Source: an optimization exercise on an open RTL-to-GDS flow (aim: small area, a short achievable clock period and few clock cycles per item). Production flows keep margins and buffers that such runs may drop. In this exercise RTL edits were held to simulation tests only and were not proved equivalent to the original. Power and IR drop assume default switching activity.

**config.mk**
```make
export PLATFORM = sky130hd
export DESIGN_NAME = max_pool_stream
export DESIGN_NICKNAME = max_pool_stream
export VERILOG_FILES = /design/flow/design.v
export SDC_FILE = /design/flow/constraint.sdc
export NUM_CORES = 4
export LEC_CHECK = 0
export CAP_MARGIN = 20
export CORE_MARGIN = 2
export CORE_UTILIZATION = 40
export SETUP_SLACK_MARGIN = 3.2
export SLEW_MARGIN = 20
```
**constraint.sdc**
```tcl
create_clock -name core_clock -period 5.5 [get_ports {clk}]
set_input_delay 1.1000 -clock core_clock [delete_from_list [all_inputs] [get_ports {clk}]]
set_output_delay 1.1000 -clock core_clock [all_outputs]
set_load 0.01 [all_outputs]
```
**design.v**
```verilog
`timescale 1ns / 1ps
`default_nettype none
package mps_pkg;
  localparam int SAMPLE_BITS = 16;
  localparam int POOLED_W    = SAMPLE_BITS - 1;
  localparam int COL_W       = 8;
  localparam int CHAN_W      = 10;
  localparam int IN_DATA_W   = 16;
  localparam int OUT_DATA_W  = 48;
  localparam int CFG_IDX_W   = 2;
  localparam int CFG_DATA_W  = 11;
  localparam int MEM_DEPTH   = 128;
  localparam int MEM_AW      = 7;
endpackage
`default_nettype wire
`timescale 1ns / 1ps
`default_nettype none
import mps_pkg::*;
module max_pool_stream (
  input  wire logic                           clk,
  input  wire logic                           rst_n,
  input  wire logic                           in_tvalid,
  output logic                                in_tready,
  input  wire logic [mps_pkg::IN_DATA_W-1:0]  in_tdata,
  output logic                                out_tvalid,
  input  wire logic                           out_tready,
  output logic [mps_pkg::OUT_DATA_W-1:0]      out_tdata,
  output logic                                out_tlast,
  input  wire logic                           cfg_wr_en,
  input  wire logic [mps_pkg::CFG_IDX_W-1:0]  cfg_index,
  input  wire logic [mps_pkg::CFG_DATA_W-1:0] cfg_wr_data
);
  logic [2:0] pm1;
  logic [7:0] wm1, hm1;
  logic [9:0] cm1;
  logic       restart;    
  always_ff @(posedge clk) begin
    if (!rst_n) begin
      pm1 <= 3'd1;
      wm1 <= 8'd27;
      hm1 <= 8'd27;
      cm1 <= 10'd0;
    end else if (cfg_wr_en) begin
      case (cfg_index)
        2'd0: pm1 <= (cfg_wr_data[3:0] == 4'd0) ? 3'd0 :
                     (cfg_wr_data[3] ? 3'd7 : cfg_wr_data[2:0] - 3'd1);
        2'd1: wm1 <= (cfg_wr_data[8:0] == 9'd0) ? 8'd0 :
                     (cfg_wr_data[8] ? 8'd255 : cfg_wr_data[7:0] - 8'd1);
        2'd2: hm1 <= (cfg_wr_data[8:0] == 9'd0) ? 8'd0 :
                     (cfg_wr_data[8] ? 8'd255 : cfg_wr_data[7:0] - 8'd1);
        default: cm1 <= (cfg_wr_data[10:0] == 11'd0) ? 10'd0 :
                        (cfg_wr_data[10] ? 10'd1023 : cfg_wr_data[9:0] - 10'd1);
      endcase
    end
  end
  always_ff @(posedge clk) begin
    restart <= !rst_n || cfg_wr_en;
  end
  logic one_win;
  always_ff @(posedge clk) begin
    one_win <= wm1 <= {4'd0, pm1, 1'b0};
  end
  logic       div_go, div_busy, div_busy_n;
  logic [3:0] div_cnt;
  logic [3:0] div_r;      
  logic [7:0] div_q;      
  logic [4:0] div_t;
  logic       div_ge;
  logic [6:0] n;
  always_ff @(posedge clk) begin
    div_go <= !rst_n || (cfg_wr_en && !cfg_index[1]);
  end
  always_comb begin
    div_t  = {div_r, div_q[7]};
    div_ge = div_t >= {1'b0, {1'b0, pm1} + 4'd1};
    if (div_go) div_busy_n = 1'b1;
    else if (div_busy && div_cnt == 4'd0) div_busy_n = 1'b0;
    else div_busy_n = div_busy;
  end
  always_ff @(posedge clk) begin
    div_busy <= div_busy_n;
    if (div_go) begin
      div_r   <= '0;
      div_q   <= wm1 - {5'd0, pm1};
      div_cnt <= 4'd8;
    end else if (div_busy && div_cnt != 4'd0) begin
      div_r   <= div_ge ? 4'(div_t - {1'b0, {1'b0, pm1} + 4'd1}) : div_t[3:0];
      div_q   <= {div_q[6:0], div_ge};
      div_cnt <= div_cnt - 4'd1;
    end
  end
  assign n = div_q[6:0];
  logic p_one, w_fit, h_fit, w_one, h_one, c_one;
  always_comb begin
    p_one = pm1 == 3'd0;
    w_fit = wm1 >= {5'd0, pm1};
    h_fit = hm1 >= {5'd0, pm1};
    w_one = wm1 == 8'd0;
    h_one = hm1 == 8'd0;
    c_one = cm1 == 10'd0;
  end
  logic                skid_v, s1_v, out_v, s1_v_n;
  logic [POOLED_W-1:0] skid_s, s1_s;
  logic                s1_emit, s1_hold, s1_go, s1_free, s1_load, in_fire;
  logic [2:0] cw, rw;           
  logic [7:0] colrem, rowrem;   
  logic [7:0] oc, orow;
  logic [9:0] ch;
  logic       col_ok, row_ok;   
  logic       cw0, cwl, rw0, rwl, row_end, chan_end, last_ch, oc0;
  logic [2:0] cw_n, rw_n;
  logic [7:0] colrem_n, rowrem_n, oc_n, orow_n;
  logic [9:0] ch_n;
  logic       col_ok_n, row_ok_n;
  logic       cw0_n, cwl_n, rw0_n, rwl_n, row_end_n, chan_end_n, last_ch_n, oc0_n;
  logic in_win;
  always_comb begin
    in_win    = col_ok && row_ok;
    s1_emit   = s1_v && in_win && cwl && rwl;
    s1_hold   = div_busy && in_win && cw0 && !p_one && !(rw0 && oc0);
    s1_go     = s1_v && !s1_hold && (!s1_emit || !out_v || out_tready);
    s1_free   = !s1_v || s1_go;
    in_tready = !skid_v;
    in_fire   = in_tvalid && !skid_v;
    s1_load   = s1_free && (skid_v || in_fire);
    s1_v_n    = !(!rst_n || cfg_wr_en) && (s1_load || (s1_v && !s1_go));
  end
  always_ff @(posedge clk) begin
    if (!rst_n || cfg_wr_en) skid_v <= 1'b0;
    else skid_v <= skid_v ? !s1_free : (in_fire && !s1_free);
    s1_v <= s1_v_n;
  end
  always_ff @(posedge clk) begin
    if (in_fire && !s1_free)
      skid_s <= in_tdata[15] ? '0 : in_tdata[14:0];
    if (s1_load)
      s1_s <= skid_v ? skid_s : (in_tdata[15] ? '0 : in_tdata[14:0]);
  end
  always_comb begin
    cw_n = cw;  cw0_n = cw0;  cwl_n = cwl;
    rw_n = rw;  rw0_n = rw0;  rwl_n = rwl;
    colrem_n = colrem;  row_end_n = row_end;
    rowrem_n = rowrem;  chan_end_n = chan_end;
    oc_n = oc;  oc0_n = oc0;  orow_n = orow;
    ch_n = ch;  last_ch_n = last_ch;
    col_ok_n = col_ok;  row_ok_n = row_ok;
    if (restart) begin
      cw_n = 3'd0;  cw0_n = 1'b1;  cwl_n = p_one;
      rw_n = 3'd0;  rw0_n = 1'b1;  rwl_n = p_one;
      colrem_n = wm1;  row_end_n = w_one;
      rowrem_n = hm1;  chan_end_n = h_one;
      oc_n = 8'd0;  oc0_n = 1'b1;  orow_n = 8'd0;
      ch_n = 10'd0;  last_ch_n = c_one;
      col_ok_n = w_fit;  row_ok_n = h_fit;
    end else if (s1_go) begin
      if (row_end) begin
        cw_n = 3'd0;  cw0_n = 1'b1;  cwl_n = p_one;
        colrem_n = wm1;  row_end_n = w_one;
        oc_n = 8'd0;  oc0_n = 1'b1;
        col_ok_n = w_fit;
        if (chan_end) begin
          rw_n = 3'd0;  rw0_n = 1'b1;  rwl_n = p_one;
          rowrem_n = hm1;  chan_end_n = h_one;
          orow_n = 8'd0;
          row_ok_n = h_fit;
          ch_n = last_ch ? 10'd0 : ch + 10'd1;
          last_ch_n = last_ch ? c_one : (ch + 10'd1 == cm1);
        end else begin
          rowrem_n = rowrem - 8'd1;
          chan_end_n = rowrem == 8'd1;
          if (rwl) begin
            rw_n = 3'd0;  rw0_n = 1'b1;  rwl_n = p_one;
            orow_n = orow + 8'd1;
            row_ok_n = rowrem > {5'd0, pm1};
          end else begin
            rw_n = rw + 3'd1;  rw0_n = 1'b0;  rwl_n = rw + 3'd1 == pm1;
          end
        end
      end else begin
        colrem_n = colrem - 8'd1;
        row_end_n = colrem == 8'd1;
        if (cwl) begin
          cw_n = 3'd0;  cw0_n = 1'b1;  cwl_n = p_one;
          oc_n = oc + 8'd1;  oc0_n = 1'b0;
          col_ok_n = colrem > {5'd0, pm1};
        end else begin
          cw_n = cw + 3'd1;  cw0_n = 1'b0;  cwl_n = cw + 3'd1 == pm1;
        end
      end
    end
  end
  always_ff @(posedge clk) begin
    cw <= cw_n;  cw0 <= cw0_n;  cwl <= cwl_n;
    rw <= rw_n;  rw0 <= rw0_n;  rwl <= rwl_n;
    colrem <= colrem_n;  row_end <= row_end_n;
    rowrem <= rowrem_n;  chan_end <= chan_end_n;
    oc <= oc_n;  oc0 <= oc0_n;  orow <= orow_n;
    ch <= ch_n;  last_ch <= last_ch_n;
    col_ok <= col_ok_n;  row_ok <= row_ok_n;
  end
  logic [POOLED_W-1:0] rd_r, acc, acc_nxt;
  logic                push, gt_acc, gt_rd, from_acc, from_rd;
  always_ff @(posedge clk) begin
    push <= s1_v_n && col_ok_n && row_ok_n && cw0_n &&
            !(div_busy_n && !p_one && !(rw0_n && oc0_n));
  end
  always_comb begin
    gt_acc   = s1_s > acc;
    gt_rd    = s1_s > rd_r;
    from_acc = !cw0 || (!rw0 && one_win);
    from_rd  = cw0 && !rw0 && !one_win;
    if (from_acc) acc_nxt = gt_acc ? s1_s : acc;
    else if (from_rd) acc_nxt = gt_rd ? s1_s : rd_r;
    else acc_nxt = s1_s;
  end
  always_ff @(posedge clk) begin
    if (s1_v && in_win && !s1_hold) acc <= acc_nxt;
  end
  logic [POOLED_W-1:0] seg64 [64];
  logic [POOLED_W-1:0] seg32 [32];
  logic [POOLED_W-1:0] seg16 [16];
  logic [POOLED_W-1:0] seg8  [8];
  logic [POOLED_W-1:0] seg4  [4];
  logic [POOLED_W-1:0] seg2  [2];
  logic [POOLED_W-1:0] seg1;
  logic [POOLED_W-1:0] x32, x16, x8, x4, x2, x1, tail;
  always_comb begin
    x32  = n[6] ? seg64[63] : acc;
    x16  = n[5] ? seg32[31] : x32;
    x8   = n[4] ? seg16[15] : x16;
    x4   = n[3] ? seg8[7]   : x8;
    x2   = n[2] ? seg4[3]   : x4;
    x1   = n[1] ? seg2[1]   : x2;
    tail = n[0] ? seg1      : x1;
  end
  always_ff @(posedge clk) begin
    if (push) begin
      seg64[0] <= acc;
      for (int i = 1; i < 64; i++) seg64[i] <= seg64[i-1];
      seg32[0] <= x32;
      for (int i = 1; i < 32; i++) seg32[i] <= seg32[i-1];
      seg16[0] <= x16;
      for (int i = 1; i < 16; i++) seg16[i] <= seg16[i-1];
      seg8[0] <= x8;
      for (int i = 1; i < 8; i++) seg8[i] <= seg8[i-1];
      seg4[0] <= x4;
      for (int i = 1; i < 4; i++) seg4[i] <= seg4[i-1];
      seg2[0] <= x2;
      seg2[1] <= seg2[0];
      seg1    <= x1;
    end
    rd_r <= tail;
  end
  logic [POOLED_W-1:0] out_p;
  logic [7:0]          out_c, out_r;
  logic [9:0]          out_ch;
  logic                out_l;
  always_ff @(posedge clk) begin
    if (!rst_n) out_v <= 1'b0;
    else if (s1_emit && (!out_v || out_tready)) out_v <= 1'b1;
    else if (out_tready) out_v <= 1'b0;
  end
  always_ff @(posedge clk) begin
    if (s1_emit && (!out_v || out_tready)) begin
      out_p  <= acc_nxt;
      out_c  <= oc;
      out_r  <= orow;
      out_ch <= ch;
      out_l  <= last_ch && (colrem <= {5'd0, pm1}) && (rowrem <= {5'd0, pm1});
    end
  end
  assign out_tvalid = out_v;
  assign out_tdata  = {7'd0, out_ch, out_r, out_c, out_p};
  assign out_tlast  = out_l;
endmodule
`default_nettype wire
```
**run.sh**
```bash
#!/bin/bash
# synth_recipe.tcl (not shown) runs the flow's synth.tcl, then flattens the netlist and writes it again
# the make line also repeats each setting of config.mk as NAME=value (left out here)
make -C /OpenROAD-flow-scripts/flow DESIGN_CONFIG=/design/flow/config.mk WORK_HOME=/design/flow/orfs CLKGATE_MAP_FILE= SYNTH_SCRIPT=/design/flow/synth_recipe.tcl finish
```
==> results.json, run 1 <==
{
  "status": "complete, no violations",
  "clkTransAtPathRegs_ns": 0.06,
  "ir_drop_v": 0.000316,
  "use_met2_pct": 17.0,
  "globalplace.congestion": 0.804,
  "cts_tree": "yes",
  "clockBufferDepth": 3,
  "grt_pass1_wl_um": 160000,
  "postCtsHoldBufs": 0,
  "grtUsageTotal_pct": 11.8,
  "ant_nets": 0,
  "drt_first_pass_iters": 5,
  "synth_area_mm2": 0.0693,
  "wl_per_cell_um": 18.0,
  "fp.dieW_um": 420,
  "setup_violations": 0,
  "clock_skew_ns": 0.0255,
  "grt_pass1_vias": 26793,
  "htree_levels": 4,
  "synth_top_area_share_pct": 87.5,
  "fp.dieH_um": 420,
  "ys_types": 71,
  "finalSetupTns_ns": 0,
  "wl_um": 107000,
  "synth-seq-cells": 2118,
  "hold_class": "flop to flop",
  "yosysSeqAreaShare_pct": 90.3,
  "nFillCells": 14069,
  "globalRouteMet1Util_pct": 17.9,
  "grt_use_met3_pct": 2.66,
  "start_kind": "flop",
  "period_needed_ns": 2.87,
  "max_cap_violations": 0,
  "crit_path_max_fanout": 8,
  "grt_setup_unrepaired": "true",
  "core_region_area_mm2": 0.172,
  "syn_to_final_growth_pct": 16.4,
  "fp-row-count": 152,
  "synth_warnings": 7,
  "mostFrequentLayoutCells": "edfxtp_1 (2,021), clkbuf_16 (200), buf_4 (102), nand2_1 (91), dfxtp_1 (90)",
  "endpoint_kind": "flop",
  "finalCritPeriodShare_pct": 52.2,
  "final_common_cell": "edfxtp_1",
  "clock_latency_ns": 0.81,
  "layout-drive-gt1-share_pct": 17.2,
  "cts_buffers": 198,
  "cts_sinks": 2118,
  "initial_utilization_pct": 40.3,
  "place_inst": 5469,
  "worst_pin_slew_ns": 1.17,
  "drcViolationCount": 0,
  "grt_overflow_total": 0,
  "layout.cells.non_filler": 5930,
  "antennaDiodeCount": 0,
  "antenna_found_initial": 1,
  "hold_violations": 0,
  "yosys-top-cells-area": "edfxtp_1 (88%), dfxtp_1 (2.8%), ha_1 (1.1%)",
  "viasPerCell": 4.71,
  "required_ns": 6.04,
  "top_usage_layer": "met1",
  "cts_root_buf": "clkbuf_16",
  "holdWs_ns": 0.401,
  "synth_edf_count": 2021,
  "relSlewSlack_pct": 22.0,
  "final_nets": 3551,
  "io_pins": 85,
  "synthArstFlopShare_pct": 0,
  "grt_max_degree": 180,
  "power_density_mw_per_mm2": 417,
  "io_buffers": 77,
  "slew_violations": 0,
  "leakage_nw": 25.7,
  "synth.largest_area_cell": "edfxtp_1",
  "syn_avg_cell_area_um2": 22.4,
  "hpwl_um": 58500,
  "path_class": "flop to flop",
  "fmax_mhz": 349,
  "synth_ff_type": "edfxtp_1",
  "arrival_ns": 3.41,
  "syn_inst": 3090,
  "drt_iter0_markers": 2724,
  "die-area_mm2": 0.177,
  "vias": 27949
}
==> worst max-delay path, stage by stage, from the launching register on <==
cell and delay [ns]:
edfxtp_1 0.53, ha_4 0.28, a211o_1 0.26, a21oi_2 0.19
or4b_4 0.50, o21ai_4 0.19, a22oi_2 0.21, a221o_2 0.44
==> Yosys cell counts, types with 12 or more instances <==
master / number
edfxtp_1: 2021
dfxtp_1: 97
nand2_1: 93
inv_1: 82
o21ai_0: 81
ha_1: 62
nor2_1: 61
mux2_2: 49
a21oi_1: 47
nor3_1: 42
and2_1: 36
xnor2_1: 34
xor2_1: 31
clkbuf_1: 28
nand3_1: 27
nor2b_1: 23
nand2b_1: 21
a31o_2: 18
nand4_1: 17
o211ai_1: 16
mux2_4: 13
a21boi_0: 12
mux2i_1: 12
nor4_1: 12
==> timing repair <==
action / 4_1_cts / 5_1_grt
resized for setup: 270 / 56
cloned: 2 / 1
endpoints found under the setup margin: 962 / 405
hold endpoints to repair: 0 / 0
setup buffers: 60 / 31
pin swaps: 29 / 36
==> area by class of cell <==
type	count	area (µm²)	share of cell area, %
flip-flops and latches	2118	62600	77.6
multi-input cells	842	6500	8.05
clock buffers	257	5290	6.55
well taps	2310	2890	3.58
repair buffers	209	1920	2.38
clock inverters	110	1110	1.38
inverters	84	337	0.417
==> path summary, 6_finish.rpt <==
path	from	to	slack [ns]	cells after the start
min	seg64[57][9]	seg64[58][9]	0.40	0
max	s1_s[12]	out_p[1]	2.63	7
max reg2reg	s1_s[12]	out_p[1]	2.63	7
min reg2reg	seg64[57][9]	seg64[58][9]	0.40	0
==> sequential cells by signal (all words and copies together), names as in the netlist, 30 cells and up <==
| register | flops |
|---|---|
| seg16 | 240 |
| seg2 | 30 |
| seg32 | 480 |
| seg4 | 60 |
| seg64 | 960 |
| seg8 | 120 |
==> stage by stage <==
step	instance area [µm²]	utilization [%]	power (mW)	setup slack, ns
after floorplan	69400	-	20.1	-8.32
after global placement	73200	42.6	20.3	1.89
after detailed placement	73200	42.6	20.3	1.84
after CTS	80200	46.7	34.0	2.60
after global routing	80700	46.9	34.9	2.61
final	80700	46.9	33.6	2.63
==> cell families after synthesis <==
| family | after synthesis | synth area share [%] |
|---|---|---|
| xor gates and xnor gates | 65 | 0.821 |
| and+or+nand+nor | 376 | 2.80 |
| DFF | 2118 | 90.3 |
| other | 1 | 0.00541 |
| buffers and inverters | 138 | 0.893 |
| muxes | 83 | 1.54 |
| AOI/OAI and AO/OA | 245 | 2.43 |
| adders and majority gates | 64 | 1.18 |
==> routing by layer <==
layer	wire (µm)	vias up	part of all wire, %
met5	0	-	0
met4	2150	0	2.0
met3	4640	172	4.4
met2	47000	530	44
met1	52700	14380	49
li1	-	12867	-
==> power by group <==
group	switching, mW	total, mW	internal (mW)	leakage (nW)
Combinational	1.06	1.87	0.802	4.05
Clock	5.70	13.3	7.61	3.10
Sequential	0.253	18.5	18.2	18.6
Total	7.02	33.6	26.6	25.7
Testbench counts, summed over its fixed seeds: cycles 177,616, samples 176,956.
==> run 2, diff against run 1 <==
--- a/design.v
+++ b/design.v
@@ -81,7 +81,7 @@
     div_busy <= div_busy_n;
     if (div_go) begin
       div_r   <= '0;
-      div_q   <= wm1 - {5'd0, pm1};
+      div_q   <= wm1 - {4'd0, pm1, 1'b0} - 8'd1;
       div_cnt <= 4'd8;
     end else if (div_busy && div_cnt != 4'd0) begin
       div_r   <= div_ge ? 4'(div_t - {1'b0, {1'b0, pm1} + 4'd1}) : div_t[3:0];
@@ -129,12 +129,6 @@
     if (!rst_n || cfg_wr_en) skid_v <= 1'b0;
     else skid_v <= skid_v ? !s1_free : (in_fire && !s1_free);
     s1_v <= s1_v_n;
-  end
-  always_ff @(posedge clk) begin
-    if (in_fire && !s1_free)
-      skid_s <= in_tdata[15] ? '0 : in_tdata[14:0];
-    if (s1_load)
-      s1_s <= skid_v ? skid_s : (in_tdata[15] ? '0 : in_tdata[14:0]);
   end
   always_comb begin
     cw_n = cw;  cw0_n = cw0;  cwl_n = cwl;
@@ -198,23 +192,42 @@
     ch <= ch_n;  last_ch <= last_ch_n;
     col_ok <= col_ok_n;  row_ok <= row_ok_n;
   end
-  logic [POOLED_W-1:0] rd_r, acc, acc_nxt;
-  logic                push, gt_acc, gt_rd, from_acc, from_rd;
+  logic [POOLED_W-1:0] acc, acc_nxt, x_in;
+  logic [POOLED_W-1:0] x32, x16, x8, x4, x2, x1, x0, tail;
+  logic                push, gt_acc, gt_rd, from_acc, from_rd, upd;
+  logic                c_acc, c_tail, c_s;
   always_ff @(posedge clk) begin
     push <= s1_v_n && col_ok_n && row_ok_n && cw0_n &&
             !(div_busy_n && !p_one && !(rw0_n && oc0_n));
   end
   always_comb begin
-    gt_acc   = s1_s > acc;
-    gt_rd    = s1_s > rd_r;
     from_acc = !cw0 || (!rw0 && one_win);
     from_rd  = cw0 && !rw0 && !one_win;
+    upd      = s1_v && in_win && !s1_hold;
+    x_in     = skid_v ? skid_s : (in_tdata[15] ? '0 : in_tdata[14:0]);
+    c_acc    = x_in > acc;
+    c_tail   = x_in > tail;
+    c_s      = x_in > s1_s;
+  end
+  always_ff @(posedge clk) begin
+    if (in_fire && !s1_free)
+      skid_s <= in_tdata[15] ? '0 : in_tdata[14:0];
+    if (s1_load) begin
+      s1_s  <= x_in;
+      gt_rd <= c_tail;
+      if (!upd) gt_acc <= c_acc;
+      else if (from_acc) gt_acc <= c_acc && c_s;
+      else if (from_rd) gt_acc <= c_tail && c_s;
+      else gt_acc <= c_s;
+    end
+  end
+  always_comb begin
     if (from_acc) acc_nxt = gt_acc ? s1_s : acc;
-    else if (from_rd) acc_nxt = gt_rd ? s1_s : rd_r;
+    else if (from_rd) acc_nxt = gt_rd ? s1_s : tail;
     else acc_nxt = s1_s;
   end
   always_ff @(posedge clk) begin
-    if (s1_v && in_win && !s1_hold) acc <= acc_nxt;
+    if (upd) acc <= acc_nxt;
   end
   logic [POOLED_W-1:0] seg64 [64];
   logic [POOLED_W-1:0] seg32 [32];
@@ -223,15 +236,14 @@
   logic [POOLED_W-1:0] seg4  [4];
   logic [POOLED_W-1:0] seg2  [2];
   logic [POOLED_W-1:0] seg1;
-  logic [POOLED_W-1:0] x32, x16, x8, x4, x2, x1, tail;
-  always_comb begin
-    x32  = n[6] ? seg64[63] : acc;
-    x16  = n[5] ? seg32[31] : x32;
-    x8   = n[4] ? seg16[15] : x16;
-    x4   = n[3] ? seg8[7]   : x8;
-    x2   = n[2] ? seg4[3]   : x4;
-    x1   = n[1] ? seg2[1]   : x2;
-    tail = n[0] ? seg1      : x1;
+  always_comb begin
+    x32 = n[6] ? seg64[63] : acc;
+    x16 = n[5] ? seg32[31] : x32;
+    x8  = n[4] ? seg16[15] : x16;
+    x4  = n[3] ? seg8[7]   : x8;
+    x2  = n[2] ? seg4[3]   : x4;
+    x1  = n[1] ? seg2[1]   : x2;
+    x0  = n[0] ? seg1      : x1;
   end
   always_ff @(posedge clk) begin
     if (push) begin
@@ -248,8 +260,8 @@
       seg2[0] <= x2;
       seg2[1] <= seg2[0];
       seg1    <= x1;
-    end
-    rd_r <= tail;
+      tail    <= x0;
+    end
   end
   logic [POOLED_W-1:0] out_p;
   logic [7:0]          out_c, out_r;
--- a/config.mk
+++ b/config.mk
@@ -6,7 +6,11 @@
 export NUM_CORES = 4
 export LEC_CHECK = 0
 export CAP_MARGIN = 20
+export CORE_ASPECT_RATIO = 0.5
 export CORE_MARGIN = 2
-export CORE_UTILIZATION = 40
+export CORE_UTILIZATION = 65
+export CTS_CLUSTER_DIAMETER = 100
+export CTS_CLUSTER_SIZE = 30
+export PLACE_DENSITY = 0.75
 export SETUP_SLACK_MARGIN = 3.2
 export SLEW_MARGIN = 20
==> run 2 against run 1 <==
  * First-iteration DRC count is 11% higher
  * Routed wire length rose by 4.6%
  * Sequential share of layout area up 4.4 points
  * Combinational power rose by 14%
  * Sequential power is essentially flat
  * Fmax grew 14%
  * Worst setup slack improved by 0.35 ns
  * Final cell count down 18%
  * Global-route usage grew 8.0 points
  * Non-clock buffer count increased by 16
  * Total power is 18% lower
  * Clock power is 47% lower
  * Critical endpoint is now gt_acc
  * Largest cell class unchanged
==> results.json, run 2 <==
{
  "path_class": "primary input to flop",
  "arrival_ns": 2.97,
  "relSlewSlack_pct": 27.3,
  "syn_to_final_growth_pct": 9.69,
  "fmax_mhz": 397,
  "leakage_nw": 24.0,
  "power_frac_seq_pct": 66.7,
  "whs_endpoint": "seg16[15][3]",
  "nFillCells": 5884,
  "synth.largest_area_cell": "edfxtp_1",
  "finalSetupTns_ns": 0,
  "sw_frac_of_total_pct": 21.0,
  "hold_class": "flop to flop",
  "clkTransAtPathRegs_ns": 0.12,
  "max_cap_violations": 0,
  "clockBufferDepth": 3,
  "synth_top_area_share_pct": 87.6,
  "clock_skew_ns": 0.0303,
  "slew_violations": 0,
  "vias": 28215,
  "viasPerCell": 5.79,
  "hold_violations": 0,
  "synthArstFlopShare_pct": 0,
  "fp.dieH_um": 236,
  "min_path_cells": 0,
  "io_pins": 85,
  "initial_utilization_pct": 66.0,
  "crit_chain": "dlygate4sd2_1 > nor2b_4 > mux2_4 > buf_4 > ha_1 > and3_4 > a221oi_2 > a21boi_1 > o21ai_1 > a22oi_2",
  "yosysSeqAreaShare_pct": 90.0,
  "finalCritPeriodShare_pct": 45.7,
  "yosys-top-cells-area": "edfxtp_1 (88%), dfxtp_1 (2.3%), ha_1 (1.4%)",
  "synth.most_common_cell": "edfxtp_1",
  "crit_path_max_fanout": 4,
  "synth_common_cells": "edfxtp_1 (2,038), nor2_1 (115), nand2_1 (105)",
  "slowest_delay_ns": 0.30,
  "largest_register": "seg64",
  "reg.largest.list": "seg64: 960 flops, seg32: 480 flops, seg16: 240 flops",
  "final_nets": 3547,
  "synth-seq-cells": 2120,
  "reg2reg_depth": 8,
  "cts_buffers": 80,
  "globalplace.congestion": 0.808,
  "drcViolationCount": 0,
  "synth_edf_count": 2038,
  "cts_tree": "yes",
  "worst_pin_slew_ns": 1.09,
  "htree_levels": 3,
  "r2r_end": "tail[1]",
  "mostFrequentLayoutCells": "edfxtp_1 (2,038), nor2_1 (109), buf_4 (103), nand2_1 (100), inv_1 (86)",
  "layout-drive-gt1-share_pct": 14.4,
  "die-area_mm2": 0.110,
  "regToRegSetupSlack_ns": 2.99,
  "ir_drop_v": 0.000259,
  "largest_reg_flops": 960,
  "combPwrFrac_pct": 7.7,
  "grt_pass1_wl_um": 163000,
  "cts_root_buf": "clkbuf_16",
  "synth_ff_type": "edfxtp_1",
  "syn_inst": 3180,
  "regToRegStartpoint": "div_q[6]",
  "antenna_found_initial": 4,
  "wl_um": 111000,
  "ant_nets": 0,
  "endpoint_kind": "flop",
  "status": "complete, no violations",
  "final_common_cell": "edfxtp_1",
  "fp.dieW_um": 468,
  "power_density_mw_per_mm2": 361,
  "period_needed_ns": 2.52,
  "slowest_stage": "mux2_4",
  "grt_setup_unrepaired": "true",
  "clock_latency_ns": 0.71,
  "wl_per_cell_um": 22.9,
  "holdWs_ns": 0.407,
  "setup_violations": 0,
  "required_ns": 5.95,
  "synth_area_mm2": 0.0699,
  "core_region_area_mm2": 0.106,
  "syn_avg_cell_area_um2": 22.0,
  "grt_pass1_vias": 26884,
  "grt_max_degree": 209,
  "drt_first_pass_iters": 6,
  "synth_warnings": 7,
  "grt_overflow_total": 0,
  "drt_iter0_markers": 3031,
  "grtUsageTotal_pct": 19.8,
  "min-delay-start": "seg16[14][3]",
  "cts_sinks": 2120,
  "hpwl_um": 61000,
  "pwr-share-clk_pct": 25.6,
  "p_sw_mw": 5.80,
  "fp-row-count": 84,
  "io_buffers": 77,
  "ys_types": 70,
  "start_kind": "primary input",
  "internal-power_mw": 21.9
}
run 2: cell count changes after synthesis, moves of 17 or more:
| cell | delta |
|---|---|
| a22o_1 | +17 |
| nor2_1 | +54 |
| ha_1 | +17 |
| a31o_2 | -18 |
| edfxtp_1 | +17 |
| and2_1 | -28 |
run 2: stage by stage:
| stage | std cells | cell area (µm²) | util [%] | power, mW | setup WS, ns |
|---|---|---|---|---|---|
| floorplan | 3186 | 69900 | - | 20.0 | -8.42 |
| global placement | 4647 | 72500 | 68.5 | 20.2 | 1.37 |
| detailed placement | 4647 | 72500 | 68.5 | 20.3 | 1.32 |
| CTS | 4833 | 76000 | 71.8 | 27.6 | 2.93 |
| global route | 4870 | 76600 | 72.4 | 28.6 | 2.92 |
| finish | 4870 | 76600 | 72.4 | 27.7 | 2.98 |
run 2: worst max-delay path by stage:
stage / from / to / slack, ns / cells after the start
after floorplan: push / seg16[0][0] / -8.42 / 0
after global placement: in_tdata[15] / gt_acc / 1.37 / 10
after detailed placement: in_tdata[15] / gt_acc / 1.32 / 9
after CTS: out_p[14] / out_tdata[14] / 2.93 / 1
after global routing: div_q[6] / tail[8] / 2.92 / 8
final: in_tdata[4] / gt_acc / 2.98 / 10
run 2: power by group through the flow:
stage | clock [mW] | combinational [mW] | sequential [mW]
after detailed placement | 0 | 1.47 | 18.9
after global placement | 0 | 1.41 | 18.8
after floorplan | 0 | 0.933 | 19.1
final | 7.09 | 2.13 | 18.4
after CTS | 7.31 | 1.80 | 18.5
after global routing | 7.78 | 2.30 | 18.5
run 2: area by class of cell:
type	instances	area [µm²]	area share, %
clock buffer	93	2070	2.70
sequential	2120	62900	82.0
antenna	1	2.50	0.00327
tap	1419	1780	2.32
clock inverter	7	92.6	0.121
multi-input combinational	912	7450	9.72
inverter	93	362	0.472
timing repair buffer	225	2010	2.63
run 2: cells by family after synthesis:
group | synth area share (%)
other | 0.00537
XOR/XNOR | 0.690
buffers and inverters | 0.917
AND/OR/NAND/NOR | 2.86
adder cells (fa/ha/maj) | 1.49
multiplexers | 1.47
AO/OA/AOI/OAI | 2.61
flip-flops | 90.0
run 2: layer usage:
metal  GRT usage, %  routed length [µm]  vias up
met1           32.4               53800    14609
met5              0                  29        -
met4           4.15                1960        4
met2           29.2               50300      681
met3           2.80                5280      135
li1               -                   -    12786
run 2: worst max-delay path, delay by kind of cell:
family | cells | cell delay (ns)
multiplexers | 1 | 0.30
AO/OA/AOI/OAI | 4 | 0.56
AND/OR/NAND/NOR | 2 | 0.31
buffers and inverters | 2 | 0.41
adder cells (fa/ha/maj) | 1 | 0.27
run 2: what timing repair did:
action / CTS / global route
cloned: 0 / 1
setup endpoints to repair: 818 / 263
hold buffers: 0 / 0
pin swaps: 56 / 43
buffers inserted: 86 / 32
gates resized for setup: 399 / 77
Testbench counts of run 2, summed over its fixed seeds: cycles 177,616, samples 176,956.
==> run 3, diff against run 2 <==
--- a/design.v
+++ b/design.v
@@ -30,6 +30,24 @@
   input  wire logic [mps_pkg::CFG_IDX_W-1:0]  cfg_index,
   input  wire logic [mps_pkg::CFG_DATA_W-1:0] cfg_wr_data
 );
+  function automatic logic gt15(input logic [14:0] a, input logic [14:0] b);
+    logic [15:0] g, e;
+    g = {1'b0, a & ~b};
+    e = {1'b1, ~(a ^ b)};
+    for (int i = 1; i < 16; i += 2) begin
+      g[i] = g[i] | (e[i] & g[i-1]);
+      e[i] = e[i] & e[i-1];
+    end
+    for (int i = 3; i < 16; i += 4) begin
+      g[i] = g[i] | (e[i] & g[i-2]);
+      e[i] = e[i] & e[i-2];
+    end
+    for (int i = 7; i < 16; i += 8) begin
+      g[i] = g[i] | (e[i] & g[i-4]);
+      e[i] = e[i] & e[i-4];
+    end
+    gt15 = g[15] | (e[15] & g[7]);
+  endfunction
   logic [2:0] pm1;
   logic [7:0] wm1, hm1;
   logic [9:0] cm1;
@@ -56,23 +74,23 @@
   always_ff @(posedge clk) begin
     restart <= !rst_n || cfg_wr_en;
   end
-  logic one_win;
-  always_ff @(posedge clk) begin
-    one_win <= wm1 <= {4'd0, pm1, 1'b0};
-  end
   logic       div_go, div_busy, div_busy_n;
   logic [3:0] div_cnt;
   logic [3:0] div_r;      
   logic [7:0] div_q;      
   logic [4:0] div_t;
-  logic       div_ge;
+  logic       div_ge, div_adj;
+  logic [7:0] nwin;
   logic [6:0] n;
+  logic       one_win, two_win;
   always_ff @(posedge clk) begin
     div_go <= !rst_n || (cfg_wr_en && !cfg_index[1]);
   end
   always_comb begin
-    div_t  = {div_r, div_q[7]};
-    div_ge = div_t >= {1'b0, {1'b0, pm1} + 4'd1};
+    div_t   = {div_r, div_q[7]};
+    div_ge  = div_t > {2'd0, pm1};
+    div_adj = div_r == {1'b0, pm1};
+    nwin    = div_q + {7'd0, div_adj};
     if (div_go) div_busy_n = 1'b1;
     else if (div_busy && div_cnt == 4'd0) div_busy_n = 1'b0;
     else div_busy_n = div_busy;
@@ -81,15 +99,19 @@
     div_busy <= div_busy_n;
     if (div_go) begin
       div_r   <= '0;
-      div_q   <= wm1 - {4'd0, pm1, 1'b0} - 8'd1;
+      div_q   <= wm1;
       div_cnt <= 4'd8;
     end else if (div_busy && div_cnt != 4'd0) begin
-      div_r   <= div_ge ? 4'(div_t - {1'b0, {1'b0, pm1} + 4'd1}) : div_t[3:0];
+      div_r   <= div_ge ? 4'(div_t + ~{2'd0, pm1}) : div_t[3:0];
       div_q   <= {div_q[6:0], div_ge};
       div_cnt <= div_cnt - 4'd1;
     end
+    if (div_busy && div_cnt == 4'd0) begin
+      n       <= 7'(nwin - 8'd3);
+      one_win <= nwin <= 8'd1;
+      two_win <= nwin == 8'd2;
+    end
   end
-  assign n = div_q[6:0];
   logic p_one, w_fit, h_fit, w_one, h_one, c_one;
   always_comb begin
     p_one = pm1 == 3'd0;
@@ -120,7 +142,6 @@
     s1_hold   = div_busy && in_win && cw0 && !p_one && !(rw0 && oc0);
     s1_go     = s1_v && !s1_hold && (!s1_emit || !out_v || out_tready);
     s1_free   = !s1_v || s1_go;
-    in_tready = !skid_v;
     in_fire   = in_tvalid && !skid_v;
     s1_load   = s1_free && (skid_v || in_fire);
     s1_v_n    = !(!rst_n || cfg_wr_en) && (s1_load || (s1_v && !s1_go));
@@ -193,9 +214,10 @@
     col_ok <= col_ok_n;  row_ok <= row_ok_n;
   end
   logic [POOLED_W-1:0] acc, acc_nxt, x_in;
-  logic [POOLED_W-1:0] x32, x16, x8, x4, x2, x1, x0, tail;
+  logic [POOLED_W-1:0] x32, x16, x8, xm, x2, x1, xt, mid, tail;
   logic                push, gt_acc, gt_rd, from_acc, from_rd, upd;
   logic                c_acc, c_tail, c_s;
+  logic                ci_acc, ci_tail, ci_s, ck_acc, ck_tail, ck_s;
   always_ff @(posedge clk) begin
     push <= s1_v_n && col_ok_n && row_ok_n && cw0_n &&
             !(div_busy_n && !p_one && !(rw0_n && oc0_n));
@@ -205,9 +227,15 @@
     from_rd  = cw0 && !rw0 && !one_win;
     upd      = s1_v && in_win && !s1_hold;
     x_in     = skid_v ? skid_s : (in_tdata[15] ? '0 : in_tdata[14:0]);
-    c_acc    = x_in > acc;
-    c_tail   = x_in > tail;
-    c_s      = x_in > s1_s;
+    ci_acc   = !in_tdata[15] && gt15(in_tdata[14:0], acc);
+    ci_tail  = !in_tdata[15] && gt15(in_tdata[14:0], tail);
+    ci_s     = !in_tdata[15] && gt15(in_tdata[14:0], s1_s);
+    ck_acc   = gt15(skid_s, acc);
+    ck_tail  = gt15(skid_s, tail);
+    ck_s     = gt15(skid_s, s1_s);
+    c_acc    = skid_v ? ck_acc  : ci_acc;
+    c_tail   = skid_v ? ck_tail : ci_tail;
+    c_s      = skid_v ? ck_s    : ci_s;
   end
   always_ff @(posedge clk) begin
     if (in_fire && !s1_free)
@@ -240,10 +268,10 @@
     x32 = n[6] ? seg64[63] : acc;
     x16 = n[5] ? seg32[31] : x32;
     x8  = n[4] ? seg16[15] : x16;
-    x4  = n[3] ? seg8[7]   : x8;
-    x2  = n[2] ? seg4[3]   : x4;
+    xm  = n[3] ? seg8[7]   : x8;
+    x2  = n[2] ? seg4[3]   : mid;
     x1  = n[1] ? seg2[1]   : x2;
-    x0  = n[0] ? seg1      : x1;
+    xt  = n[0] ? seg1      : x1;
   end
   always_ff @(posedge clk) begin
     if (push) begin
@@ -255,34 +283,65 @@
       for (int i = 1; i < 16; i++) seg16[i] <= seg16[i-1];
       seg8[0] <= x8;
       for (int i = 1; i < 8; i++) seg8[i] <= seg8[i-1];
-      seg4[0] <= x4;
+      mid     <= xm;
+      seg4[0] <= mid;
       for (int i = 1; i < 4; i++) seg4[i] <= seg4[i-1];
       seg2[0] <= x2;
       seg2[1] <= seg2[0];
       seg1    <= x1;
-      tail    <= x0;
+      tail    <= two_win ? acc : xt;
     end
   end
-  logic [POOLED_W-1:0] out_p;
-  logic [7:0]          out_c, out_r;
-  logic [9:0]          out_ch;
-  logic                out_l;
+  logic [POOLED_W-1:0] out_p, od_p;
+  logic [7:0]          out_c, out_r, od_c, od_r;
+  logic [9:0]          out_ch, od_ch;
+  logic                out_l, od_l, out_l_n, out_ld, ov, rdy;
+  always_comb begin
+    out_ld  = s1_emit && (!out_v || out_tready);
+    out_l_n = last_ch && (colrem <= {5'd0, pm1}) && (rowrem <= {5'd0, pm1});
+  end
   always_ff @(posedge clk) begin
     if (!rst_n) out_v <= 1'b0;
-    else if (s1_emit && (!out_v || out_tready)) out_v <= 1'b1;
+    else if (out_ld) out_v <= 1'b1;
     else if (out_tready) out_v <= 1'b0;
   end
   always_ff @(posedge clk) begin
-    if (s1_emit && (!out_v || out_tready)) begin
+    if (!rst_n) ov <= 1'b0;
+    else if (s1_emit && (!ov || out_tready)) ov <= 1'b1;
+    else if (out_tready) ov <= 1'b0;
+  end
+  always_ff @(posedge clk) begin
+    if (!rst_n || cfg_wr_en) rdy <= 1'b1;
+    else if (!rdy) rdy <= s1_free;
+    else rdy <= !(in_tvalid && !s1_free);
+  end
+  always_ff @(posedge clk) begin
+    if (out_ld) begin
       out_p  <= acc_nxt;
       out_c  <= oc;
       out_r  <= orow;
       out_ch <= ch;
-      out_l  <= last_ch && (colrem <= {5'd0, pm1}) && (rowrem <= {5'd0, pm1});
+      out_l  <= out_l_n;
+    end
+  end
+  always_ff @(posedge clk) begin
+    if (!rst_n) begin
+      od_p  <= '0;
+      od_c  <= '0;
+      od_r  <= '0;
+      od_ch <= '0;
+      od_l  <= 1'b0;
+    end else begin
+      od_p  <= out_ld ? acc_nxt : out_p;
+      od_c  <= out_ld ? oc      : out_c;
+      od_r  <= out_ld ? orow    : out_r;
+      od_ch <= out_ld ? ch      : out_ch;
+      od_l  <= out_ld ? out_l_n : out_l;
     end
   end
-  assign out_tvalid = out_v;
-  assign out_tdata  = {7'd0, out_ch, out_r, out_c, out_p};
-  assign out_tlast  = out_l;
+  assign in_tready  = rdy;
+  assign out_tvalid = ov;
+  assign out_tdata  = {7'd0, od_ch, od_r, od_c, od_p};
+  assign out_tlast  = od_l;
 endmodule
 `default_nettype wire
--- a/config.mk
+++ b/config.mk
@@ -10,7 +10,7 @@
 export CORE_MARGIN = 2
 export CORE_UTILIZATION = 65
 export CTS_CLUSTER_DIAMETER = 100
-export CTS_CLUSTER_SIZE = 30
+export CTS_CLUSTER_SIZE = 24
 export PLACE_DENSITY = 0.75
-export SETUP_SLACK_MARGIN = 3.2
+export SETUP_SLACK_MARGIN = 3.1
 export SLEW_MARGIN = 20
==> run 3 against run 2 <==
  * Die area grew 3.7%
  * Critical path depth did not move
  * Clock skew is 0.031 ns higher
  * Via count up 6.4%
  * Sequential power increased by 3%
  * Utilization decreased by 1.1 points
  * Final cell count rose by 5.1%
  * Register-to-register slack got worse by 0.05 ns
  * Sequential cell count grew 67
  * Combinational power down 26%
  * Routed wire length up 13%
  * Global-route usage increased by 2.0 points
==> results.json, run 3 <==
{
  "grt_max_degree": 196,
  "yosys-top-cells-area": "edfxtp_1 (84%), dfxtp_1 (4.6%), mux2_2 (2.2%)",
  "reg.largest.list": "seg64: 960 flops, seg32: 480 flops, seg16: 240 flops",
  "hold_class": "flop to flop",
  "slowest_delay_ns": 0.38,
  "worst_pin_slew_ns": 1.09,
  "clkTransAtPathRegs_ns": 0.11,
  "status": "complete, no violations",
  "initial_utilization_pct": 65.7,
  "grt_overflow_total": 0,
  "syn_to_final_growth_pct": 8.53,
  "io_buffers": 77,
  "sw_frac_of_total_pct": 21.3,
  "holdWs_ns": 0.377,
  "drcViolationCount": 0,
  "endpoint_kind": "flop",
  "cts_sinks": 2187,
  "combPwrFrac_pct": 5.5,
  "globalplace.congestion": 0.847,
  "synth.largest_area_cell": "edfxtp_1",
  "cts_root_buf": "clkbuf_16",
  "synth_warnings": 7,
  "hold_violations": 0,
  "antennaDiodeCount": 0,
  "slowest_stage": "dfxtp_4",
  "hpwl_um": 68800,
  "fp-row-count": 86,
  "fmax_mhz": 390,
  "required_ns": 5.98,
  "synth_common_cells": "edfxtp_1 (2,020), dfxtp_1 (167), mux2_2 (139)",
  "grt_setup_unrepaired": "true",
  "largest_reg_flops": 960,
  "wl_um": 126000,
  "syn_avg_cell_area_um2": 21.3,
  "start_kind": "flop",
  "ir_drop_v": 0.000290,
  "synth_area_mm2": 0.0725,
  "fp.dieH_um": 240,
  "arrival_ns": 3.04,
  "setup_violations": 0,
  "pwr-share-clk_pct": 28.7,
  "ys_types": 69,
  "grt_pass1_vias": 29058,
  "viasPerCell": 5.87,
  "path_class": "flop to flop",
  "yosysSeqAreaShare_pct": 88.3,
  "synth_ff_type": "edfxtp_1",
  "ant_nets": 0,
  "cts_tree": "yes",
  "regToRegSetupSlack_ns": 2.94,
  "io_pins": 85,
  "finalSetupTns_ns": 0,
  "finalCritPeriodShare_pct": 46.6,
  "layout-drive-gt1-share_pct": 13.3,
  "internal-power_mw": 22.7,
  "syn_inst": 3410,
  "core_region_area_mm2": 0.110,
  "clock_latency_ns": 0.75,
  "htree_levels": 3,
  "synth-seq-cells": 2187,
  "crit_path_max_fanout": 5,
  "final_nets": 3745,
  "antenna_found_initial": 10,
  "grt_pass1_wl_um": 184000,
  "vias": 30013,
  "drt_iter0_markers": 3262,
  "power_frac_seq_pct": 65.8,
  "final_common_cell": "edfxtp_1",
  "slew_violations": 0,
  "synth.most_common_cell": "edfxtp_1",
  "power_density_mw_per_mm2": 367,
  "synthArstFlopShare_pct": 0,
  "relSlewSlack_pct": 27.0,
  "wl_per_cell_um": 24.6,
  "grtUsageTotal_pct": 21.8,
  "largest_register": "seg64",
  "clock_skew_ns": 0.0614,
  "clockBufferDepth": 3,
  "die-area_mm2": 0.114,
  "cts_buffers": 101,
  "max_cap_violations": 0,
  "fp.dieW_um": 476,
  "cpMostUsedCell": "xor2_2",
  "p_sw_mw": 6.15,
  "leakage_nw": 25.0,
  "mostFrequentLayoutCells": "edfxtp_1 (2,020), mux2_2 (139), dfxtp_1 (132), nand2_1 (123), ha_1 (112)",
  "synth_top_area_share_pct": 83.7,
  "crit_chain": "xor2_2 > nor4_2 > ha_2 > ha_4 > nand3_4 > xor2_2 > nand2_2 > o31a_1 > nor3_2 > xnor2_1",
  "drt_first_pass_iters": 5,
  "postCtsHoldBufs": 0,
  "period_needed_ns": 2.56,
  "synth_edf_count": 2020
}
==> run 3: cell types whose count changed after synthesis, moves of 20 or more <==
cell     before  now
nor2_1      115   76
dfxtp_1      82  167
mux2_2       54  139
and2_1        8   46
nand2_1     105  125
ha_1         79  117
==> run 3: cell families after synthesis <==
kind of cell               after synthesis  share of synthesized area (%)
buffers and inverters                  153                          0.866
muxes                                  160                           2.45
AOI/OAI and AO/OA                      281                           2.41
adders and majority gates              118                           2.05
other                                    1                        0.00517
and+or+nand+nor                        440                           3.09
DFF                                   2187                           88.3
xor gates and xnor gates                70                          0.846
==> run 3: repair_timing <==
action,in CTS,in global routing
setup buffers,15,21
resized for setup,284,60
endpoints found under the setup margin,198,371
pin swaps,5,17
gates cloned,0,1
==> run 3: stage by stage <==
stage	total power, mW	std cells	utilization [%]	setup WS, ns	cell area (µm²)
after floorplan	20.5	3416	-	-8.52	72500
after global placement	20.7	4949	68.2	1.84	75300
after detailed placement	20.8	4949	68.2	1.81	75300
after CTS	29.0	5094	70.9	2.87	78300
after global routing	29.8	5116	71.3	2.84	78700
final	28.9	5116	71.3	2.94	78700
==> run 3: layout make-up <==
cell class                      instances  area (µm²)
Clock buffer                          125        2660
Clock inverter                          5         115
Fill cell                            6371       31700
Inverter                               75         303
Multi-Input combinational cell       1077        8290
Sequential cell                      2187       64100
Tap cell                             1496        1870
Timing Repair Buffer                  151        1370
==> run 3: final timing paths <==
| kind | startpoint | endpoint | cells past startpoint |
|---|---|---|---|
| max | div_r[2] | n[6] | 10 |
| min | seg4[1][5] | seg4[2][5] | 0 |
| max reg2reg | div_r[2] | n[6] | 10 |
| min reg2reg | seg4[1][5] | seg4[2][5] | 0 |
==> run 3: power groups by stage <==
stage	sequential [mW]	clock (mW)	combinational [mW]
floorplan	19.7	0	0.820
global placement	19.3	0	1.36
finish	19.0	8.30	1.58
detailed placement	19.4	0	1.42
global route	19.1	9.01	1.72
CTS	19.0	8.53	1.48
==> run 3: critical path: cells and delay by family (launching register included) <==
kind            cells  cell delay [ns]
fa+ha+maj           2             0.47
xor+xnor            3             0.50
compound gates      1             0.33
simple gates        4             0.63
flops               1             0.38
==> run 3: metal layers <==
metal / routed length [µm] / part of all wire [%] / track usage (%) / vias up
met4: 2170 / 1.7 / 4.37 / 0
met5: 0 / 0 / 0 / -
met1: 58300 / 46 / 34.4 / 15505
li1: - / - / - / 13441
met3: 7300 / 5.8 / 3.00 / 146
met2: 58000 / 46 / 33.4 / 921
Testbench counts of run 3, summed over its fixed seeds: cycles 177,616, samples 176,956.
==> run 4, diff against run 3 <==
--- a/config.mk
+++ b/config.mk
@@ -12,5 +12,5 @@
 export CTS_CLUSTER_DIAMETER = 100
 export CTS_CLUSTER_SIZE = 24
 export PLACE_DENSITY = 0.75
-export SETUP_SLACK_MARGIN = 3.1
+export SETUP_SLACK_MARGIN = 2.9
 export SLEW_MARGIN = 20
==> run 4 against run 3 <==
  * Via count down 1.0%
  * Clock-buffer cell count unchanged
  * Global-route usage is 0.057 points lower
  * First-iteration DRC count up 0.15%
  * Sequential cell count unchanged
  * Critical endpoint unchanged
  * Largest cell class unchanged
  * Routed wire length shrank 1.7%
  * Utilization decreased by 0.27 points
  * Cell area down 0.38%
  * Worst setup slack worse by 0.047 ns
  * Fmax is 1.8% lower
==> results.json, run 4 <==
{
  "status": "complete, no violations",
  "largest_register": "seg64",
  "globalRouteMet1Util_pct": 34.3,
  "antenna_found_initial": 13,
  "synth.most_common_cell": "edfxtp_1",
  "required_ns": 5.98,
  "period_needed_ns": 2.61,
  "clock_skew_ns": 0.0520,
  "clkTransAtPathRegs_ns": 0.09,
  "start_kind": "flop",
  "mostFrequentLayoutCells": "edfxtp_1 (2,020), dfxtp_1 (157), mux2_2 (139), nand2_1 (124), ha_1 (115)",
  "synth_edf_count": 2020,
  "fp-row-count": 86,
  "clock_latency_ns": 0.75,
  "synth_top_area_share_pct": 83.7,
  "globalplace.congestion": 0.847,
  "hold_class": "flop to flop",
  "p_total_mw": 28.7,
  "max_cap_violations": 0,
  "largest_reg_flops": 960,
  "viasPerCell": 5.84,
  "finalSetupTns_ns": 0,
  "syn_to_final_growth_pct": 8.12,
  "fp.dieH_um": 240,
  "ant_nets": 0,
  "initial_utilization_pct": 65.7,
  "grt_use_met3_pct": 3.14,
  "wl_um": 124000,
  "power_density_mw_per_mm2": 367,
  "fmax_mhz": 383,
  "synth-seq-cells": 2187,
  "ir_drop_v": 0.000289,
  "core_region_area_mm2": 0.110,
  "final_common_cell": "edfxtp_1",
  "combPwrFrac_pct": 5.2,
  "yosys-top-cells-area": "edfxtp_1 (84%), dfxtp_1 (4.6%), mux2_2 (2.2%)",
  "power_frac_seq_pct": 66.1,
  "grt_pass1_vias": 28972,
  "synth_area_mm2": 0.0725,
  "hold_violations": 0,
  "yosysSeqAreaShare_pct": 88.3,
  "cts_sinks": 2187,
  "slew_violations": 0,
  "grt_pass1_wl_um": 184000,
  "relSlewSlack_pct": 28.8,
  "cts_root_buf": "clkbuf_16",
  "die-area_mm2": 0.114,
  "holdWs_ns": 0.378,
  "ys_types": 69,
  "drt_iter0_markers": 3267,
  "synthArstFlopShare_pct": 0,
  "fp.dieW_um": 476,
  "crit_path_max_fanout": 7,
  "htree_levels": 3,
  "grt_max_degree": 196,
  "grt_overflow_total": 0,
  "setup_violations": 0,
  "synth_warnings": 7,
  "arrival_ns": 3.09,
  "grtUsageTotal_pct": 21.7,
  "wl_per_cell_um": 24.3,
  "clockBufferDepth": 3,
  "p_sw_mw": 6.04,
  "io_pins": 85,
  "vias": 29714,
  "path_class": "flop to flop",
  "top_usage_layer": "met1",
  "synth_ff_type": "edfxtp_1",
  "final_area_mm2": 0.0784,
  "grt_setup_unrepaired": "true",
  "dpl-instance-area_mm2": 0.0753,
  "synth.largest_area_cell": "edfxtp_1",
  "leakage_nw": 24.9,
  "layout-drive-gt1-share_pct": 10.1,
  "endpoint_kind": "flop",
  "syn_inst": 3410,
  "use_met2_pct": 33.2,
  "drt_first_pass_iters": 6,
  "cts_tree": "yes",
  "synth_common_cells": "edfxtp_1 (2,020), dfxtp_1 (167), mux2_2 (139)",
  "final_nets": 3719,
  "syn_avg_cell_area_um2": 21.3,
  "worst_pin_slew_ns": 1.07,
  "io_buffers": 77,
  "pwr-share-clk_pct": 28.7,
  "postCtsHoldBufs": 0,
  "reg.largest.list": "seg64: 960 flops, seg32: 480 flops, seg16: 240 flops",
  "hpwl_um": 68800,
  "utilization_pct": 71.0,
  "cts_buffers": 101,
  "finalCritPeriodShare_pct": 47.4,
  "sw_frac_of_total_pct": 21.0,
  "internal-power_mw": 22.7,
  "drcViolationCount": 0
}
run 4: cell families (layout without fill, tap and decap cells):
logic type | count (synthesis) | after routing | synth area share [%]
adders and majority gates | 118 | 118 | 2.05
AOI/OAI and AO/OA | 281 | 281 | 2.41
buffers and inverters | 153 | 331 | 0.866
muxes | 160 | 160 | 2.45
other | 1 | 8 | 0.00517
DFF | 2187 | 2187 | 88.3
xor gates and xnor gates | 70 | 70 | 0.846
and+or+nand+nor | 440 | 440 | 3.09
run 4: metrics by stage:
stage | cells | worst slack, ns
after floorplan | 3416 | -8.52
final | 5091 | 2.89
after CTS | 5082 | 2.70
after global routing | 5090 | 2.72
after detailed placement | 4949 | 1.81
after global placement | 4949 | 1.84
run 4: cell type report:
cell class | instances | area [µm²]
Sequential cell | 2187 | 64000
Tap cell | 1496 | 1870
Clock inverter | 5 | 115
Clock buffer | 125 | 2660
Timing Repair Buffer | 126 | 1290
Inverter | 75 | 293
Fill cell | 6405 | 32000
Multi-Input combinational cell | 1076 | 8120
Antenna cell | 1 | 2.50
run 4: what timing repair did:
action	CTS	global route
gates resized for setup	72	44
buffers inserted	3	8
hold endpoints to repair	0	0
pin swaps	0	6
cloned	0	0
setup endpoints to repair	117	38
run 4: routing by layer:
| layer | wire length (µm) | up-vias | share of wire (%) |
|---|---|---|---|
| met5 | 0 | - | 0 |
| met4 | 2070 | 0 | 1.7 |
| met3 | 7110 | 143 | 5.8 |
| met2 | 56600 | 854 | 46 |
| met1 | 57900 | 15323 | 47 |
| li1 | - | 13394 | - |
run 4: final timing paths:
path / from / endpoint / slack, ns / cells after the start
setup / recovery: pm1[1] / n[6] / 2.89 / 10
hold / removal: seg4[1][5] / seg4[2][5] / 0.38 / 0
setup reg to reg: pm1[1] / n[6] / 2.89 / 10
hold reg to reg: seg4[1][5] / seg4[2][5] / 0.38 / 0
run 4: power groups by stage:
stage,registers [mW],logic (mW),clock network (mW)
final,19.0,1.49,8.25
after global routing,19.1,1.63,8.99
after CTS,19.0,1.45,8.53
after detailed placement,19.4,1.42,0
after global placement,19.3,1.36,0
after floorplan,19.7,0.820,0
run 4: worst max-delay path, cell delays in order, from the launching register on:
cell and delay [ns]:
dfxtp_4 0.40, xor2_1 0.17, nor4_2 0.30, ha_2 0.27, ha_4 0.17, nand3_2 0.11
xor2_2 0.22, nand2_2 0.12, o31a_1 0.32, nor3_2 0.19, xnor2_1 0.09
==> run 5, diff against run 4 <==
--- a/design.v
+++ b/design.v
@@ -80,7 +80,8 @@
   logic [7:0] div_q;      
   logic [4:0] div_t;
   logic       div_ge, div_adj;
-  logic [7:0] nwin;
+  logic [7:0] nwin, nwin_r;
+  logic       div_fin;
   logic [6:0] n;
   logic       one_win, two_win;
   always_ff @(posedge clk) begin
@@ -91,8 +92,9 @@
     div_ge  = div_t > {2'd0, pm1};
     div_adj = div_r == {1'b0, pm1};
     nwin    = div_q + {7'd0, div_adj};
+    div_fin = div_busy && div_cnt == 4'd0;
     if (div_go) div_busy_n = 1'b1;
-    else if (div_busy && div_cnt == 4'd0) div_busy_n = 1'b0;
+    else if (div_fin) div_busy_n = 1'b0;
     else div_busy_n = div_busy;
   end
   always_ff @(posedge clk) begin
@@ -100,17 +102,23 @@
     if (div_go) begin
       div_r   <= '0;
       div_q   <= wm1;
-      div_cnt <= 4'd8;
-    end else if (div_busy && div_cnt != 4'd0) begin
+      div_cnt <= 4'd9;
+    end else if (div_busy && div_cnt > 4'd1) begin
       div_r   <= div_ge ? 4'(div_t + ~{2'd0, pm1}) : div_t[3:0];
       div_q   <= {div_q[6:0], div_ge};
       div_cnt <= div_cnt - 4'd1;
+    end else if (div_busy && div_cnt == 4'd1) begin
+      div_cnt <= 4'd0;
     end
-    if (div_busy && div_cnt == 4'd0) begin
-      n       <= 7'(nwin - 8'd3);
-      one_win <= nwin <= 8'd1;
-      two_win <= nwin == 8'd2;
+    if (div_busy && div_cnt == 4'd1)
+      nwin_r <= nwin;
+    if (div_fin) begin
+      one_win <= nwin_r <= 8'd1;
+      two_win <= nwin_r == 8'd2;
     end
+    if (div_fin)
+      n <= (nwin_r >= 8'd67) ? {1'b1, 6'(nwin_r[5:0] - 6'd1)}
+                              : {1'b0, 6'(nwin_r[5:0] - 6'd3)};
   end
   logic p_one, w_fit, h_fit, w_one, h_one, c_one;
   always_comb begin
@@ -257,7 +265,7 @@
   always_ff @(posedge clk) begin
     if (upd) acc <= acc_nxt;
   end
-  logic [POOLED_W-1:0] seg64 [64];
+  logic [POOLED_W-1:0] seg62 [62];
   logic [POOLED_W-1:0] seg32 [32];
   logic [POOLED_W-1:0] seg16 [16];
   logic [POOLED_W-1:0] seg8  [8];
@@ -265,7 +273,7 @@
   logic [POOLED_W-1:0] seg2  [2];
   logic [POOLED_W-1:0] seg1;
   always_comb begin
-    x32 = n[6] ? seg64[63] : acc;
+    x32 = n[6] ? seg62[61] : acc;
     x16 = n[5] ? seg32[31] : x32;
     x8  = n[4] ? seg16[15] : x16;
     xm  = n[3] ? seg8[7]   : x8;
@@ -275,8 +283,8 @@
   end
   always_ff @(posedge clk) begin
     if (push) begin
-      seg64[0] <= acc;
-      for (int i = 1; i < 64; i++) seg64[i] <= seg64[i-1];
+      seg62[0] <= acc;
+      for (int i = 1; i < 62; i++) seg62[i] <= seg62[i-1];
       seg32[0] <= x32;
       for (int i = 1; i < 32; i++) seg32[i] <= seg32[i-1];
       seg16[0] <= x16;
--- a/config.mk
+++ b/config.mk
@@ -12,5 +12,5 @@
 export CTS_CLUSTER_DIAMETER = 100
 export CTS_CLUSTER_SIZE = 24
 export PLACE_DENSITY = 0.75
-export SETUP_SLACK_MARGIN = 2.9
+export SETUP_SLACK_MARGIN = 3.2
 export SLEW_MARGIN = 20
==> run 5 against run 4 <==
  * Still clean on timing, DRC and antenna
  * Fmax rose by 6.3%
  * Hold slack improved by 0.036 ns
  * Cell area fell by 0.37%
  * Clock-buffer cell count rose by 13
  * Critical endpoint is now gt_acc
  * Largest power group unchanged
  * Highest routed layer unchanged
==> results.json, run 5 <==
{
  "grt_pass1_wl_um": 173000,
  "final_common_cell": "edfxtp_1",
  "clockBufferDepth": 3,
  "power_density_mw_per_mm2": 354,
  "synthArstFlopShare_pct": 0,
  "setup_violations": 0,
  "ys_types": 79,
  "fp.dieH_um": 239,
  "final_nets": 3700,
  "grtUsageTotal_pct": 20.6,
  "regToRegStartpoint": "pm1[0]",
  "core_region_area_mm2": 0.110,
  "clock_latency_ns": 0.75,
  "antenna_found_initial": 14,
  "clkTransAtPathRegs_ns": 0.10,
  "dpl-instance-area_mm2": 0.0746,
  "endpoint_kind": "flop",
  "syn_inst": 3357,
  "die-area_mm2": 0.113,
  "finalSetupTns_ns": 0,
  "synth_edf_count": 1998,
  "viasPerCell": 5.75,
  "worst_pin_slew_ns": 1.05,
  "synth_area_mm2": 0.0718,
  "nFillCells": 6269,
  "hold_violations": 0,
  "cts_tree": "yes",
  "leakage_nw": 25.0,
  "crit_chain": "buf_8 > nor3_4 > or3_1 > nand4_1 > buf_4 > clkinvlp_4 > a32o_1 > a211oi_2 > o211ai_1 > o221a_2",
  "vias": 29275,
  "finalCritPeriodShare_pct": 44.6,
  "grt_overflow_total": 0,
  "io_pins": 85,
  "drcViolationCount": 0,
  "required_ns": 6.01,
  "layout-drive-gt1-share_pct": 13.7,
  "drt_first_pass_iters": 6,
  "globalplace.congestion": 0.840,
  "synth-seq-cells": 2165,
  "cts_sinks": 2165,
  "final.setup.worst_slack_ns": 3.04,
  "cts_buffers": 100,
  "period_needed_ns": 2.46,
  "grt_max_degree": 199,
  "fp.dieW_um": 474,
  "synth_ff_type": "edfxtp_1",
  "top_usage_layer": "met1",
  "yosys-top-cells-area": "edfxtp_1 (84%), dfxtp_1 (4.7%), mux2_2 (2.2%)",
  "io_buffers": 77,
  "largest_register": "seg62",
  "start_kind": "flop",
  "status": "complete, no violations",
  "hpwl_um": 64500,
  "final_area_mm2": 0.0781,
  "htree_levels": 3,
  "globalRouteMet1Util_pct": 32.1,
  "post-place-ws_ns": 1.51,
  "syn_to_final_growth_pct": 8.69,
  "regToRegSetupSlack_ns": 3.04,
  "reg.largest.list": "seg62: 930 flops, seg32: 480 flops, seg16: 240 flops",
  "ant_nets": 0,
  "ir_drop_v": 0.000247,
  "hold_class": "flop to flop",
  "initial_utilization_pct": 65.4,
  "relSlewSlack_pct": 29.9,
  "use_met2_pct": 31.3,
  "synth_warnings": 7,
  "synth.most_common_cell": "edfxtp_1",
  "syn_avg_cell_area_um2": 21.4,
  "synth.largest_area_cell": "edfxtp_1",
  "synth_common_cells": "edfxtp_1 (1,998), dfxtp_1 (167), mux2_2 (138)",
  "grt_setup_unrepaired": "true",
  "path_class": "flop to flop",
  "arrival_ns": 2.96,
  "wl_um": 117000,
  "fp-row-count": 86,
  "postCtsHoldBufs": 0,
  "mostFrequentLayoutCells": "edfxtp_1 (1,998), mux2_2 (138), nand2_1 (125), dfxtp_1 (125), ha_1 (111)",
  "critPathLaunch": "pm1[0]",
  "wl_per_cell_um": 22.9,
  "yosysSeqAreaShare_pct": 88.2,
  "grt_pass1_vias": 28144,
  "cts_root_buf": "clkbuf_16",
  "grt_use_met3_pct": 3.94,
  "slowest_stage": "or3_1",
  "slew_violations": 0,
  "holdWs_ns": 0.414,
  "clock_skew_ns": 0.0338,
  "crit_path_max_fanout": 8,
  "fmax_mhz": 407,
  "slowest_delay_ns": 0.39,
  "max_cap_violations": 0,
  "largest_reg_flops": 930,
  "min-delay-start": "seg62[28][14]",
  "drt_iter0_markers": 3121,
  "synth_top_area_share_pct": 83.5
}
==> run 5: cells by family after synthesis <==
group / share of synthesized area, %
AO/OA/AOI/OAI: 2.53
XOR/XNOR: 0.841
adder cells (fa/ha/maj): 2.08
buffers and inverters: 0.881
flip-flops: 88.2
multiplexers: 2.44
other: 0.00522
AND/OR/NAND/NOR: 3.06
==> run 5: timing repair <==
item                       4_1_cts  5_1_grt
cloned                           1        0
resized for setup              324       55
setup endpoints to repair      426      112
pin swaps                       20       18
buffers inserted                20       19
==> run 5: layout make-up <==
class	count	area (µm²)	share of cell area, %
Multi-Input combinational cell	1052	8170	10.5
Clock inverter	7	120	0.154
Tap cell	1496	1870	2.40
Clock buffer	138	2670	3.41
Sequential cell	2165	63400	81.2
Inverter	75	293	0.375
Timing Repair Buffer	154	1540	1.97
Antenna cell	1	2.50	0.00320
==> run 5: worst paths after layout <==
check	to	cells after the start
worst max-delay path	gt_acc	10
worst max register to register	gt_acc	10
worst min-delay path	seg62[29][14]	0
worst min register to register	seg62[29][14]	0
==> run 5: through the flow <==
step | instances | total power, mW | util (%)
finish | 5088 | 27.7 | 71.1
global route | 5088 | 28.6 | 71.1
CTS | 5067 | 27.9 | 70.8
detailed placement | 4901 | 19.8 | 67.9
global placement | 4901 | 19.8 | 67.9
floorplan | 3363 | 19.7 | -
==> run 5: report_power, final <==
part           total, mW  leakage, nW  switching, mW  internal, mW
combinational      0.893         4.63          0.572         0.321
sequential          18.6         19.1          0.233          18.4
clock               8.14         1.34           4.72          3.43
==> run 5: worst max-delay path, delay by kind of cell (launching register included) <==
family | cells | cell delay, ns
compound gates | 4 | 0.74
simple gates | 3 | 0.68
buf+inv | 3 | 0.44
flops | 1 | 0.37
==> run 5: per-layer routing <==
layer	vias up	wire length (µm)	share of wire [%]
met2	847	53500	46
met1	15002	54000	46
met4	0	1830	1.6
met5	-	0	0
li1	13306	-	-
met3	120	7260	6.2
Testbench counts of run 5, summed over its fixed seeds: cycles 177,681, samples 176,956.

==> static timing again, ports no longer ideal <==
The flow's constraints put no driver on any port. The routed layouts listed below were extracted and timed again, unchanged, in two steps. Step 1 assumes that a clkbuf_16 drives the clock port and a buf_2 every other input. Step 2, shift: input delay + t, output delay - t, t = (earliest + latest rising clock arrival at the registers) / 2. This alone moves slack from input paths to output paths. a / b / c = no drivers / after step 1 / after step 2; a / b = the first two.
run	t (ns)	slack for setup (ns)	worst hold slack (ns)	worst setup path at the end	slew at the worst register clock pin (ns)
run 1	0.876	2.631 / 2.631 / 2.293	0.401 / 0.401 / 0.401	input to register	0.07 / 0.07
run 2	0.777	2.984 / 2.910 / 2.251	0.407 / 0.407 / 0.407	input to register	0.12 / 0.12
run 3	0.808	2.939 / 2.939 / 2.324	0.377 / 0.377 / 0.377	input to register	0.11 / 0.11
run 4	0.805	2.892 / 2.892 / 2.194	0.378 / 0.378 / 0.378	input to register	0.11 / 0.11
run 5	0.805	3.045 / 3.045 / 2.318	0.414 / 0.414 / 0.414	input to register	0.11 / 0.11
After both steps every run listed still meets setup and hold. For run 2, which loses most, drivers alone change the setup slack by -0.074 ns; drivers and shift together by -0.733 ns.
